Source: an optimization exercise on an open RTL-to-GDS flow (aim: small area, a short achievable clock period and few clock cycles per item). Production flows keep margins and buffers that such runs may drop. At most, simulation tests tie the RTL to the original design; equivalence was not proved.

==> v2 <==
==> flow/design.v <==
module fft8_top
(
    input  logic              clk,
    input  logic              reset,
    input  logic              sample_valid_i,
    input  logic [23:0]       sample_i,
    output logic              accept_o,
    input  logic              out_ready_i,
    output logic              out_valid_o,
    output logic [31:0]       bin_o,
    output logic              complete_o
);
    localparam int AW = 14;
    localparam logic [32:0] TW_C = 33'd23170;
    localparam logic [32:0] RND  = 33'd32767;
    logic [2:0] r8;
    logic [1:0] r;
    logic [2:0] r8_n;
    assign r    = r8[1:0];
    assign r8_n = r8 + 1'b1;
    always_ff @(posedge clk)
    begin
        if (reset)
            r8 <= 3'd7;
        else
            r8 <= r8_n;
    end
    logic               iv;
    logic [2:0]         in_n;
    logic signed [11:0] ixr;
    logic signed [11:0] ixi;
    logic [2:0]         tcnt;
    logic               take;
    logic               proc;
    logic               clr;
    logic               neg2;
    logic               rf;
    logic               rf_n;
    logic               iv_n;
    logic [2:0]         in_n_n;
    logic               proc_n;
    logic               load;
    logic               hf_n;
    assign accept_o = ~iv | proc;
    assign take     = sample_valid_i & accept_o;
    assign iv_n     = take | (iv & ~proc);
    assign in_n_n   = take ? tcnt : in_n;
    assign proc_n   = iv_n & (in_n_n == r8_n) & ((in_n_n != 3'd0) | ~rf_n | hf_n);
    always_ff @(posedge clk)
    begin
        if (reset)
        begin
            iv   <= 1'b0;
            tcnt <= '0;
            proc <= 1'b0;
            clr  <= 1'b0;
            neg2 <= 1'b0;
        end
        else
        begin
            iv   <= iv_n;
            if (take)
                tcnt <= tcnt + 1'b1;
            proc <= proc_n;
            clr  <= proc_n & (in_n_n[2:1] == 2'd0);
            neg2 <= proc_n & in_n_n[1];
        end
    end
    always_ff @(posedge clk)
    begin
        if (take)
        begin
            in_n <= tcnt;
            ixr  <= sample_i[23:12];
            ixi  <= sample_i[11:0];
        end
    end
    logic signed [AW-1:0] p_re [4];
    logic signed [AW-1:0] p_im [4];
    logic signed [AW-1:0] q_re [4];
    logic signed [AW-1:0] q_im [4];
    logic signed [AW-1:0] s_re [4];
    logic signed [AW-1:0] s_im [4];
    logic signed [AW-1:0] xr;
    logic signed [AW-1:0] xi;
    logic signed [AW-1:0] qb_re [4];
    logic signed [AW-1:0] qb_im [4];
    assign xr = proc ? AW'(ixr) : '0;
    assign xi = proc ? AW'(ixi) : '0;
    always_comb
    begin
        for (int k = 0; k < 4; k++)
        begin
            qb_re[k] = clr ? '0 : q_re[k];
            qb_im[k] = clr ? '0 : q_im[k];
        end
        s_re[0] = xr + qb_re[0];
        s_im[0] = xi + qb_im[0];
        s_re[1] = xr - qb_im[1];
        s_im[1] = xi + qb_re[1];
        s_re[2] = (xr ^ {AW{neg2}}) + qb_re[2] + AW'(neg2);
        s_im[2] = (xi ^ {AW{neg2}}) + qb_im[2] + AW'(neg2);
        s_re[3] = xr + qb_im[3];
        s_im[3] = xi - qb_re[3];
    end
    always_ff @(posedge clk)
    begin
        for (int k = 0; k < 4; k++)
        begin
            p_re[k] <= s_re[k];
            p_im[k] <= s_im[k];
            q_re[k] <= p_re[k];
            q_im[k] <= p_im[k];
        end
    end
    logic signed [AW-1:0] he_re [4];
    logic signed [AW-1:0] he_im [4];
    logic signed [AW-1:0] ho_re [4];
    logic signed [AW-1:0] ho_im [4];
    logic                 hv;
    logic [2:0]           c;
    logic                 sk_v;
    logic                 rdy;
    logic                 iss;
    logic                 hv_n;
    logic [2:0]           c_n;
    logic                 sk_v_n;
    logic [1:0]           k;
    assign rdy    = ~sk_v;
    assign iss    = hv & rdy & (c[1:0] == k);
    assign hv_n   = load | (hv & ~(iss & (c == 3'd7)));
    assign c_n    = load ? 3'd0 : (iss ? c + 1'b1 : c);
    assign hf_n   = ~hv_n | (~sk_v_n & (c_n == 3'd7));
    assign rf_n   = rf ? ~load : (proc & (in_n == 3'd7));
    always_ff @(posedge clk)
    begin
        if (reset)
            load <= 1'b0;
        else
            load <= (r8_n == 3'd0) & rf_n & hf_n;
    end
    always_ff @(posedge clk)
    begin
        for (int i = 0; i < 4; i++)
        begin
            if (load)
            begin
                he_re[i] <= q_re[i];
                he_im[i] <= q_im[i];
                ho_re[i] <= p_re[i];
                ho_im[i] <= p_im[i];
            end
            else
            begin
                he_re[i] <= he_re[(i + 1) % 4];
                he_im[i] <= he_im[(i + 1) % 4];
                ho_re[i] <= ho_re[(i + 1) % 4];
                ho_im[i] <= ho_im[(i + 1) % 4];
            end
        end
    end
    always_ff @(posedge clk)
    begin
        if (reset)
        begin
            hv <= 1'b0;
            c  <= '0;
            rf <= 1'b0;
        end
        else
        begin
            rf <= rf_n;
            hv <= hv_n;
            c  <= c_n;
        end
    end
    logic               h;
    logic signed [15:0] er;
    logic signed [15:0] ei;
    logic signed [15:0] orr;
    logic signed [15:0] oi;
    logic signed [15:0] br;
    logic signed [15:0] bi;
    logic signed [15:0] wr;
    logic signed [15:0] wi;
    logic signed [15:0] oa;
    logic signed [15:0] ob;
    logic signed [15:0] te;
    logic signed [15:0] u;
    logic               sub_u;
    logic               ng;
    logic               sg;
    logic [1:0] kq;
    logic       subq;
    logic       is2q;
    always_ff @(posedge clk)
    begin
        kq   <= r8[1:0];
        subq <= ~(r8[0] ^ r8[1]);
        is2q <= (r8[1:0] == 2'd2);
    end
    assign k   = kq;
    assign h   = c[2];
    assign er  = 16'(he_re[0]);
    assign ei  = 16'(he_im[0]);
    assign orr = 16'(ho_re[0]);
    assign oi  = 16'(ho_im[0]);
    always_comb
    begin
        br = k[1] ? oi : orr;
        bi = k[1] ? orr : oi;
        wr = er + (br ^ {16{h}}) + 16'(h);
        wi = ei + (bi ^ {16{h ^ k[1]}}) + 16'(h ^ k[1]);
        if (k[0])
        begin
            oa = oi;
            ob = orr;
            te = er;
        end
        else
        begin
            oa = 16'(ho_im[1]);
            ob = 16'(ho_re[1]);
            te = 16'(he_im[1]);
        end
        sub_u = subq;
        u     = ob + (oa ^ {16{sub_u}}) + 16'(sub_u);
        ng = sub_u;
        sg = is2q ^ h;
    end
    logic               v1;
    logic               odd1;
    logic signed [15:0] w1r;
    logic signed [15:0] w1i;
    logic signed [15:0] e1;
    logic signed [15:0] u1;
    logic               rho1;
    logic               sg1;
    logic               ng1;
    always_ff @(posedge clk)
    begin
        if (reset)
            v1 <= 1'b0;
        else if (rdy)
            v1 <= iss;
    end
    always_ff @(posedge clk)
    begin
        if (rdy)
        begin
            odd1 <= k[0];
            w1r  <= wr;
            w1i  <= wi;
            e1   <= te ^ {16{ng}};
            u1   <= u ^ {16{sg}};
            rho1 <= h;
            sg1  <= sg;
            ng1  <= ng;
        end
    end
    localparam int TW = 33;
    logic [TW-1:0] kk;
    logic [TW-1:0] op [8];
    logic [TW-1:0] l1 [6];
    logic [TW-1:0] l2 [4];
    logic [TW-1:0] l3 [3];
    logic [TW-1:0] l4 [2];
    logic [15:0]   lo_sum;
    logic          lo_c;
    function automatic void csa(input logic [TW-1:0] a, input logic [TW-1:0] b,
                                input logic [TW-1:0] c, output logic [TW-1:0] s,
                                output logic [TW-1:0] y);
        s = a ^ b ^ c;
        y = ((a & b) | (a & c) | (b & c)) << 1;
    endfunction
    assign kk = (rho1 ? TW'(RND) : '0) + (sg1 ? TW'(TW_C) : '0)
              + (ng1 ? TW'(33'd32768) : '0);
    always_comb
    begin
        op[0] = TW'(e1) << 15;
        op[1] = TW'(u1) << 14;
        op[2] = TW'(u1) << 12;
        op[3] = TW'(u1) << 11;
        op[4] = TW'(u1) << 9;
        op[5] = TW'(u1) << 7;
        op[6] = TW'(u1) << 1;
        op[7] = kk;
        csa(op[0], op[1], op[2], l1[0], l1[1]);
        csa(op[3], op[4], op[5], l1[2], l1[3]);
        l1[4] = op[6];
        l1[5] = op[7];
        csa(l1[0], l1[1], l1[2], l2[0], l2[1]);
        csa(l1[3], l1[4], l1[5], l2[2], l2[3]);
        csa(l2[0], l2[1], l2[2], l3[0], l3[1]);
        l3[2] = l2[3];
        csa(l3[0], l3[1], l3[2], l4[0], l4[1]);
        lo_sum = 16'(l4[0][14:0]) + 16'(l4[1][14:0]);
        lo_c   = lo_sum[15];
    end
    logic        vt;
    logic        oddt;
    logic [15:0] tra;
    logic [15:0] trb;
    logic        trc;
    logic [15:0] wtr;
    logic [15:0] wti;
    always_ff @(posedge clk)
    begin
        if (reset)
            vt <= 1'b0;
        else if (rdy)
            vt <= v1;
    end
    always_ff @(posedge clk)
    begin
        if (rdy)
        begin
            oddt <= odd1;
            tra  <= l4[0][30:15];
            trb  <= l4[1][30:15];
            trc  <= lo_c;
            wtr  <= w1r;
            wti  <= w1i;
        end
    end
    logic [15:0] tx;
    logic [15:0] hold_re;
    assign tx = tra + trb + 16'(trc);
    always_ff @(posedge clk)
    begin
        if (rdy & vt & ~oddt)
            hold_re <= tx;
    end
    logic [31:0] x;
    logic        send;
    logic        fire;
    logic [31:0] sk_d;
    assign x    = oddt ? {hold_re, tx} : {wtr, wti};
    assign send = rdy & vt;
    assign fire = out_valid_o & out_ready_i;
    assign sk_v_n = (~out_valid_o | fire) ? 1'b0 : (sk_v | send);
    always_ff @(posedge clk)
    begin
        if (reset)
        begin
            out_valid_o <= 1'b0;
            sk_v        <= 1'b0;
        end
        else
        begin
            if (~out_valid_o | fire)
                out_valid_o <= sk_v | send;
            sk_v <= sk_v_n;
        end
    end
    always_ff @(posedge clk)
    begin
        if (~out_valid_o | fire)
            bin_o <= sk_v ? sk_d : x;
        if (send & out_valid_o)
            sk_d <= x;
    end
    logic [2:0] ocnt;
    logic [1:0] fcnt;
    logic [1:0] fcnt_n;
    logic       f_in;
    logic       f_out;
    assign f_in   = take & (tcnt == 3'd7);
    assign f_out  = fire & (ocnt == 3'd7);
    assign fcnt_n = fcnt + 2'(f_in) - 2'(f_out);
    always_ff @(posedge clk)
    begin
        if (reset)
        begin
            ocnt       <= '0;
            fcnt       <= '0;
            complete_o <= 1'b0;
        end
        else
        begin
            if (fire)
                ocnt <= ocnt + 1'b1;
            fcnt       <= fcnt_n;
            complete_o <= f_in | fcnt[1] | (fcnt[0] & ~f_out);
        end
    end
endmodule
==> flow/run.sh <==
#!/bin/bash
# synth_recipe.tcl (not shown) runs the flow's synth.tcl, then flattens the netlist and writes it again
# the make line also repeats each setting of config.mk as NAME=value (left out here)
make -C /OpenROAD-flow-scripts/flow DESIGN_CONFIG=/design/flow/config.mk WORK_HOME=/design/flow/orfs CLKGATE_MAP_FILE= SYNTH_SCRIPT=/design/flow/synth_recipe.tcl finish
==> flow/config.mk <==
export PLATFORM = sky130hd
export DESIGN_NAME = fft8_top
export DESIGN_NICKNAME = fft8_top
export VERILOG_FILES = /design/flow/design.v
export SDC_FILE = /design/flow/constraint.sdc
export NUM_CORES = 4
export LEC_CHECK = 0
export CAP_MARGIN = 20
export CORE_MARGIN = 2
export CORE_UTILIZATION = 40
export SLEW_MARGIN = 20
==> flow/constraint.sdc <==
create_clock -name core_clock -period 9.5 [get_ports {clk}]
set_input_delay 1.9000 -clock core_clock [delete_from_list [all_inputs] [get_ports {clk}]]
set_output_delay 1.9000 -clock core_clock [all_outputs]
set_load 0.01 [all_outputs]
==> v20: changes against v2 <==
--- a/flow/design.v
+++ b/flow/design.v
@@ -35,2 +35,3 @@
     logic               clr;
+    logic               clr_n;
     logic               neg2;
@@ -43,3 +44,4 @@
     logic               hf_n;
-    assign accept_o = ~iv | proc;
+    logic               acc_q;
+    assign accept_o = acc_q;
     assign take     = sample_valid_i & accept_o;
@@ -55,3 +57,5 @@
             proc <= 1'b0;
+            acc_q <= 1'b1;
             clr  <= 1'b0;
+            clr_n <= 1'b1;
             neg2 <= 1'b0;
@@ -64,3 +68,5 @@
             proc <= proc_n;
+            acc_q <= ~iv_n | proc_n;
             clr  <= proc_n & (in_n_n[2:1] == 2'd0);
+            clr_n <= ~(proc_n & (in_n_n[2:1] == 2'd0));
             neg2 <= proc_n & in_n_n[1];
@@ -93,4 +99,12 @@
         begin
-            qb_re[k] = clr ? '0 : q_re[k];
-            qb_im[k] = clr ? '0 : q_im[k];
+            if (k < 2)
+            begin
+                qb_re[k] = clr ? '0 : q_re[k];
+                qb_im[k] = clr ? '0 : q_im[k];
+            end
+            else
+            begin
+                qb_re[k] = clr_n ? q_re[k] : '0;
+                qb_im[k] = clr_n ? q_im[k] : '0;
+            end
         end
@@ -149,4 +163,4 @@
                 he_im[i] <= q_im[i];
-                ho_re[i] <= p_re[i];
-                ho_im[i] <= p_im[i];
+                ho_re[i] <= (i == 2) ? p_im[i] : p_re[i];
+                ho_im[i] <= (i == 2) ? p_re[i] : p_im[i];
             end
@@ -181,4 +195,2 @@
     logic signed [15:0] oi;
-    logic signed [15:0] br;
-    logic signed [15:0] bi;
     logic signed [15:0] wr;
@@ -195,2 +207,4 @@
     logic       is2q;
+    logic       swi;
+    logic       sgq;
     always_ff @(posedge clk)
@@ -200,2 +214,4 @@
         is2q <= (r8[1:0] == 2'd2);
+        swi  <= c_n[2] ^ r8[1];
+        sgq  <= c_n[2] ^ (r8[1:0] == 2'd2);
     end
@@ -209,6 +225,4 @@
     begin
-        br = k[1] ? oi : orr;
-        bi = k[1] ? orr : oi;
-        wr = er + (br ^ {16{h}}) + 16'(h);
-        wi = ei + (bi ^ {16{h ^ k[1]}}) + 16'(h ^ k[1]);
+        wr = er + (orr ^ {16{h}}) + 16'(h);
+        wi = ei + (oi ^ {16{swi}}) + 16'(swi);
         if (k[0])
@@ -228,3 +242,3 @@
         ng = sub_u;
-        sg = is2q ^ h;
+        sg = sgq;
     end
@@ -260,3 +274,3 @@
     end
-    localparam int TW = 33;
+    localparam int TW = 31;
     logic [TW-1:0] kk;
@@ -275,13 +289,20 @@
     endfunction
+    localparam logic [TW-1:0] SX = TW'((64'd1 << 30) + (64'd1 << 29) + (64'd1 << 27)
+                                     + (64'd1 << 26) + (64'd1 << 24) + (64'd1 << 22)
+                                     + (64'd1 << 16));
+    logic [15:0] ue;
+    logic [15:0] ee;
     assign kk = (rho1 ? TW'(RND) : '0) + (sg1 ? TW'(TW_C) : '0)
-              + (ng1 ? TW'(33'd32768) : '0);
+              + (ng1 ? TW'(33'd32768) : '0) - SX;
+    assign ue = {~u1[15], u1[14:0]};
+    assign ee = {~e1[15], e1[14:0]};
     always_comb
     begin
-        op[0] = TW'(e1) << 15;
-        op[1] = TW'(u1) << 14;
-        op[2] = TW'(u1) << 12;
-        op[3] = TW'(u1) << 11;
-        op[4] = TW'(u1) << 9;
-        op[5] = TW'(u1) << 7;
-        op[6] = TW'(u1) << 1;
+        op[0] = TW'(ee) << 15;
+        op[1] = TW'(ue) << 14;
+        op[2] = TW'(ue) << 12;
+        op[3] = TW'(ue) << 11;
+        op[4] = TW'(ue) << 9;
+        op[5] = TW'(ue) << 7;
+        op[6] = TW'(ue) << 1;
         op[7] = kk;
- CAP_MARGIN: 20 -> 0
- CORE_UTILIZATION: 40 -> 65
- PLACE_DENSITY: not set -> 0.75
- SLEW_MARGIN: 20 -> 0
==> v15: changes against v2 <==
--- a/flow/design.v
+++ b/flow/design.v
@@ -42,3 +42,2 @@
     logic               load;
-    logic               hf_n;
     assign accept_o = ~iv | proc;
@@ -47,3 +46,3 @@
     assign in_n_n   = take ? tcnt : in_n;
-    assign proc_n   = iv_n & (in_n_n == r8_n) & ((in_n_n != 3'd0) | ~rf_n | hf_n);
+    assign proc_n   = iv_n & (in_n_n == r8_n) & ((in_n_n != 3'd0) | ~rf_n);
     always_ff @(posedge clk)
@@ -124,19 +123,8 @@
     logic                 iss;
-    logic                 hv_n;
-    logic [2:0]           c_n;
-    logic                 sk_v_n;
-    logic [1:0]           k;
+    logic                 h_free;
     assign rdy    = ~sk_v;
-    assign iss    = hv & rdy & (c[1:0] == k);
-    assign hv_n   = load | (hv & ~(iss & (c == 3'd7)));
-    assign c_n    = load ? 3'd0 : (iss ? c + 1'b1 : c);
-    assign hf_n   = ~hv_n | (~sk_v_n & (c_n == 3'd7));
-    assign rf_n   = rf ? ~load : (proc & (in_n == 3'd7));
-    always_ff @(posedge clk)
-    begin
-        if (reset)
-            load <= 1'b0;
-        else
-            load <= (r8_n == 3'd0) & rf_n & hf_n;
-    end
+    assign iss    = hv & rdy & (c[1:0] == r);
+    assign h_free = ~hv | (iss & (c == 3'd7));
+    assign load   = (r8 == 3'd7) & h_free & (rf | proc);
+    assign rf_n   = ~load & (rf | (proc & (in_n == 3'd7)));
     always_ff @(posedge clk)
@@ -147,6 +135,6 @@
             begin
-                he_re[i] <= q_re[i];
-                he_im[i] <= q_im[i];
-                ho_re[i] <= p_re[i];
-                ho_im[i] <= p_im[i];
+                he_re[i] <= p_re[i];
+                he_im[i] <= p_im[i];
+                ho_re[i] <= s_re[i];
+                ho_im[i] <= s_im[i];
             end
@@ -172,6 +160,16 @@
             rf <= rf_n;
-            hv <= hv_n;
-            c  <= c_n;
+            if (load)
+            begin
+                hv <= 1'b1;
+                c  <= '0;
+            end
+            else if (iss)
+            begin
+                c <= c + 1'b1;
+                if (c == 3'd7)
+                    hv <= 1'b0;
+            end
         end
     end
+    logic [1:0]         k;
     logic               h;
@@ -189,2 +187,4 @@
     logic signed [15:0] u;
+    logic signed [18:0] f;
+    logic [18:0]        oa_x;
     logic               sub_u;
@@ -197,5 +197,5 @@
     begin
-        kq   <= r8[1:0];
-        subq <= ~(r8[0] ^ r8[1]);
-        is2q <= (r8[1:0] == 2'd2);
+        kq   <= r8_n[1:0];
+        subq <= ~(r8_n[0] ^ r8_n[1]);
+        is2q <= (r8_n[1:0] == 2'd2);
     end
@@ -226,3 +226,5 @@
         sub_u = subq;
-        u     = ob + (oa ^ {16{sub_u}}) + 16'(sub_u);
+        oa_x  = 19'(oa) ^ {19{sub_u}};
+        u     = 16'(19'(ob) + oa_x + 19'(sub_u));
+        f     = (19'(ob) << 2) + 19'(ob) + (oa_x << 2) + oa_x + (sub_u ? 19'd5 : 19'd0);
         ng = sub_u;
@@ -236,2 +238,3 @@
     logic signed [15:0] u1;
+    logic signed [18:0] f1;
     logic               rho1;
@@ -255,2 +258,3 @@
             u1   <= u ^ {16{sg}};
+            f1   <= f ^ {19{sg}};
             rho1 <= h;
@@ -260,73 +264,14 @@
     end
-    localparam int TW = 33;
-    logic [TW-1:0] kk;
-    logic [TW-1:0] op [8];
-    logic [TW-1:0] l1 [6];
-    logic [TW-1:0] l2 [4];
-    logic [TW-1:0] l3 [3];
-    logic [TW-1:0] l4 [2];
-    logic [15:0]   lo_sum;
-    logic          lo_c;
-    function automatic void csa(input logic [TW-1:0] a, input logic [TW-1:0] b,
-                                input logic [TW-1:0] c, output logic [TW-1:0] s,
-                                output logic [TW-1:0] y);
-        s = a ^ b ^ c;
-        y = ((a & b) | (a & c) | (b & c)) << 1;
-    endfunction
-    assign kk = (rho1 ? TW'(RND) : '0) + (sg1 ? TW'(TW_C) : '0)
-              + (ng1 ? TW'(33'd32768) : '0);
-    always_comb
-    begin
-        op[0] = TW'(e1) << 15;
-        op[1] = TW'(u1) << 14;
-        op[2] = TW'(u1) << 12;
-        op[3] = TW'(u1) << 11;
-        op[4] = TW'(u1) << 9;
-        op[5] = TW'(u1) << 7;
-        op[6] = TW'(u1) << 1;
-        op[7] = kk;
-        csa(op[0], op[1], op[2], l1[0], l1[1]);
-        csa(op[3], op[4], op[5], l1[2], l1[3]);
-        l1[4] = op[6];
-        l1[5] = op[7];
-        csa(l1[0], l1[1], l1[2], l2[0], l2[1]);
-        csa(l1[3], l1[4], l1[5], l2[2], l2[3]);
-        csa(l2[0], l2[1], l2[2], l3[0], l3[1]);
-        l3[2] = l2[3];
-        csa(l3[0], l3[1], l3[2], l4[0], l4[1]);
-        lo_sum = 16'(l4[0][14:0]) + 16'(l4[1][14:0]);
-        lo_c   = lo_sum[15];
-    end
-    logic        vt;
-    logic        oddt;
-    logic [15:0] tra;
-    logic [15:0] trb;
-    logic        trc;
-    logic [15:0] wtr;
-    logic [15:0] wti;
-    always_ff @(posedge clk)
-    begin
-        if (reset)
-            vt <= 1'b0;
-        else if (rdy)
-            vt <= v1;
-    end
-    always_ff @(posedge clk)
-    begin
-        if (rdy)
-        begin
-            oddt <= odd1;
-            tra  <= l4[0][30:15];
-            trb  <= l4[1][30:15];
-            trc  <= lo_c;
-            wtr  <= w1r;
-            wti  <= w1i;
-        end
-    end
+    logic [32:0] kk;
+    logic [32:0] t;
     logic [15:0] tx;
     logic [15:0] hold_re;
-    assign tx = tra + trb + 16'(trc);
+    assign kk = (rho1 ? RND : 33'd0) + (sg1 ? 33'd4738 : 33'd0)
+              + (ng1 ? 33'd32768 : 33'd0);
+    assign t  = (33'(e1) << 15) + (33'(f1) << 12) + (33'(f1) << 9)
+              + (33'(u1) << 7) + (33'(u1) << 1) + kk;
+    assign tx = t[30:15];
     always_ff @(posedge clk)
     begin
-        if (rdy & vt & ~oddt)
+        if (rdy & v1 & ~odd1)
             hold_re <= tx;
@@ -337,6 +282,5 @@
     logic [31:0] sk_d;
-    assign x    = oddt ? {hold_re, tx} : {wtr, wti};
-    assign send = rdy & vt;
+    assign x    = odd1 ? {hold_re, tx} : {w1r, w1i};
+    assign send = rdy & v1;
     assign fire = out_valid_o & out_ready_i;
-    assign sk_v_n = (~out_valid_o | fire) ? 1'b0 : (sk_v | send);
     always_ff @(posedge clk)
@@ -348,8 +292,9 @@
         end
-        else
+        else if (~out_valid_o | fire)
         begin
-            if (~out_valid_o | fire)
-                out_valid_o <= sk_v | send;
-            sk_v <= sk_v_n;
+            out_valid_o <= sk_v | send;
+            sk_v        <= 1'b0;
         end
+        else if (send)
+            sk_v <= 1'b1;
     end
@@ -383,3 +328,3 @@
             fcnt       <= fcnt_n;
-            complete_o <= f_in | fcnt[1] | (fcnt[0] & ~f_out);
+            complete_o <= (fcnt_n != 2'd0);
         end
==> v4: changes against v2 <==
--- a/flow/design.v
+++ b/flow/design.v
@@ -43,3 +43,4 @@
     logic               hf_n;
-    assign accept_o = ~iv | proc;
+    logic               acc_q;
+    assign accept_o = acc_q;
     assign take     = sample_valid_i & accept_o;
@@ -55,2 +56,3 @@
             proc <= 1'b0;
+            acc_q <= 1'b1;
             clr  <= 1'b0;
@@ -64,2 +66,3 @@
             proc <= proc_n;
+            acc_q <= ~iv_n | proc_n;
             clr  <= proc_n & (in_n_n[2:1] == 2'd0);
@@ -149,4 +152,4 @@
                 he_im[i] <= q_im[i];
-                ho_re[i] <= p_re[i];
-                ho_im[i] <= p_im[i];
+                ho_re[i] <= (i == 2) ? p_im[i] : p_re[i];
+                ho_im[i] <= (i == 2) ? p_re[i] : p_im[i];
             end
@@ -181,4 +184,2 @@
     logic signed [15:0] oi;
-    logic signed [15:0] br;
-    logic signed [15:0] bi;
     logic signed [15:0] wr;
@@ -209,6 +210,4 @@
     begin
-        br = k[1] ? oi : orr;
-        bi = k[1] ? orr : oi;
-        wr = er + (br ^ {16{h}}) + 16'(h);
-        wi = ei + (bi ^ {16{h ^ k[1]}}) + 16'(h ^ k[1]);
+        wr = er + (orr ^ {16{h}}) + 16'(h);
+        wi = ei + (oi ^ {16{h ^ k[1]}}) + 16'(h ^ k[1]);
         if (k[0])
@@ -260,3 +259,3 @@
     end
-    localparam int TW = 33;
+    localparam int TW = 31;
     logic [TW-1:0] kk;
@@ -275,13 +274,20 @@
     endfunction
+    localparam logic [TW-1:0] SX = TW'((64'd1 << 30) + (64'd1 << 29) + (64'd1 << 27)
+                                     + (64'd1 << 26) + (64'd1 << 24) + (64'd1 << 22)
+                                     + (64'd1 << 16));
+    logic [15:0] ue;
+    logic [15:0] ee;
     assign kk = (rho1 ? TW'(RND) : '0) + (sg1 ? TW'(TW_C) : '0)
-              + (ng1 ? TW'(33'd32768) : '0);
+              + (ng1 ? TW'(33'd32768) : '0) - SX;
+    assign ue = {~u1[15], u1[14:0]};
+    assign ee = {~e1[15], e1[14:0]};
     always_comb
     begin
-        op[0] = TW'(e1) << 15;
-        op[1] = TW'(u1) << 14;
-        op[2] = TW'(u1) << 12;
-        op[3] = TW'(u1) << 11;
-        op[4] = TW'(u1) << 9;
-        op[5] = TW'(u1) << 7;
-        op[6] = TW'(u1) << 1;
+        op[0] = TW'(ee) << 15;
+        op[1] = TW'(ue) << 14;
+        op[2] = TW'(ue) << 12;
+        op[3] = TW'(ue) << 11;
+        op[4] = TW'(ue) << 9;
+        op[5] = TW'(ue) << 7;
+        op[6] = TW'(ue) << 1;
         op[7] = kk;
==> run_results.csv <==
group,metric,value,unit
worst_setup_path,cp_top_family,"adder cells",
routing,drt_wl_total,81100,µm
sta,tightest_slew,0.961,ns
cells_and_area,final_util,0.457,
synthesis,synthXorXnorAreaFrac,0.0709,
run_status,status,"finished clean",
the above is filed under v15

==> run_results.csv <==
group,metric,value,unit
cells_and_area,drive_above_1_share,0.161,
cells_and_area,final_util,0.458,
clock_tree,cts_made_buffers,78,
place,placement.io_buffers,62,
routing,drt_wl_total,70500,µm
run_status,status,"finished clean",
sta,tightest_slew,1.00,ns
worst_setup_path,cp_num_buf_inv,0,
the above is filed under v2

==> run_results.csv <==
group,metric,value,unit
run_status,status,"finished clean",
synthesis,synthXorXnorAreaFrac,0.0690,
worst_setup_path,cp_top_family,"simple AND/OR/NAND/NOR gates",
cells_and_area,final_util,0.459,
worst_setup_path,endpoint,"clr",
routing,drt_wl_total,71000,µm
clock_tree,clock_sinks,718,
sta,tightest_slew,1.29,ns
the above is filed under v4

==> run_results.csv <==
group,metric,value,unit
run_status,status,"finished clean",
floorplanning,die_area,52000,µm²
clock_tree,post_cts_resize_count,0,
sta,tightest_slew,1.10,ns
worst_setup_path,path_class,"reg2reg",
routing,drt_wl_total,68200,µm
worst_setup_path,cp_top_family,"compound AO/OA/AOI/OAI gates",
synthesis,synthXorXnorAreaFrac,0.0668,
cells_and_area,final_util,0.726,
the above is filed under v20

Testbench counts of v20, summed over its fixed seeds: cycles 3,176, frames 384.
Only the layout flow was run in v2, v15 and v4; the RTL was not checked for function there.

==> afterwards: timing with drivers on the ports <==
No port has a modelled driver above. Below, the same layouts with a new extraction and two added sets of constraints.
Step 1 assumes that a clkbuf_16 drives the clock port and a buf_2 every other input.
Step 2 moves the port delays by t, midway between the first and last clock arrival at a register: inputs arrive t later, outputs are due t later. That takes back most of the time a late clock gives input paths.
a / b / c = no drivers / after step 1 / after step 2; a / b = the first two.
run	shift t [ns]	slack for setup (ns)	worst setup path after step 2	slew at the worst register clock pin (ns)
v2	0.680	5.379 / 5.379 / 5.245	input to register	0.06 / 0.06
v20	0.667	5.726 / 5.726 / 5.124	input to register	0.07 / 0.07
v15	0.680	4.308 / 4.308 / 4.308	register to register	0.07 / 0.07
v4	0.667	5.449 / 5.480 / 4.813	input to register	0.06 / 0.06
After both steps every run listed still meets setup and hold. The setup slack of v4, which loses most, moves by +0.031 ns with the drivers and by -0.636 ns with both steps.
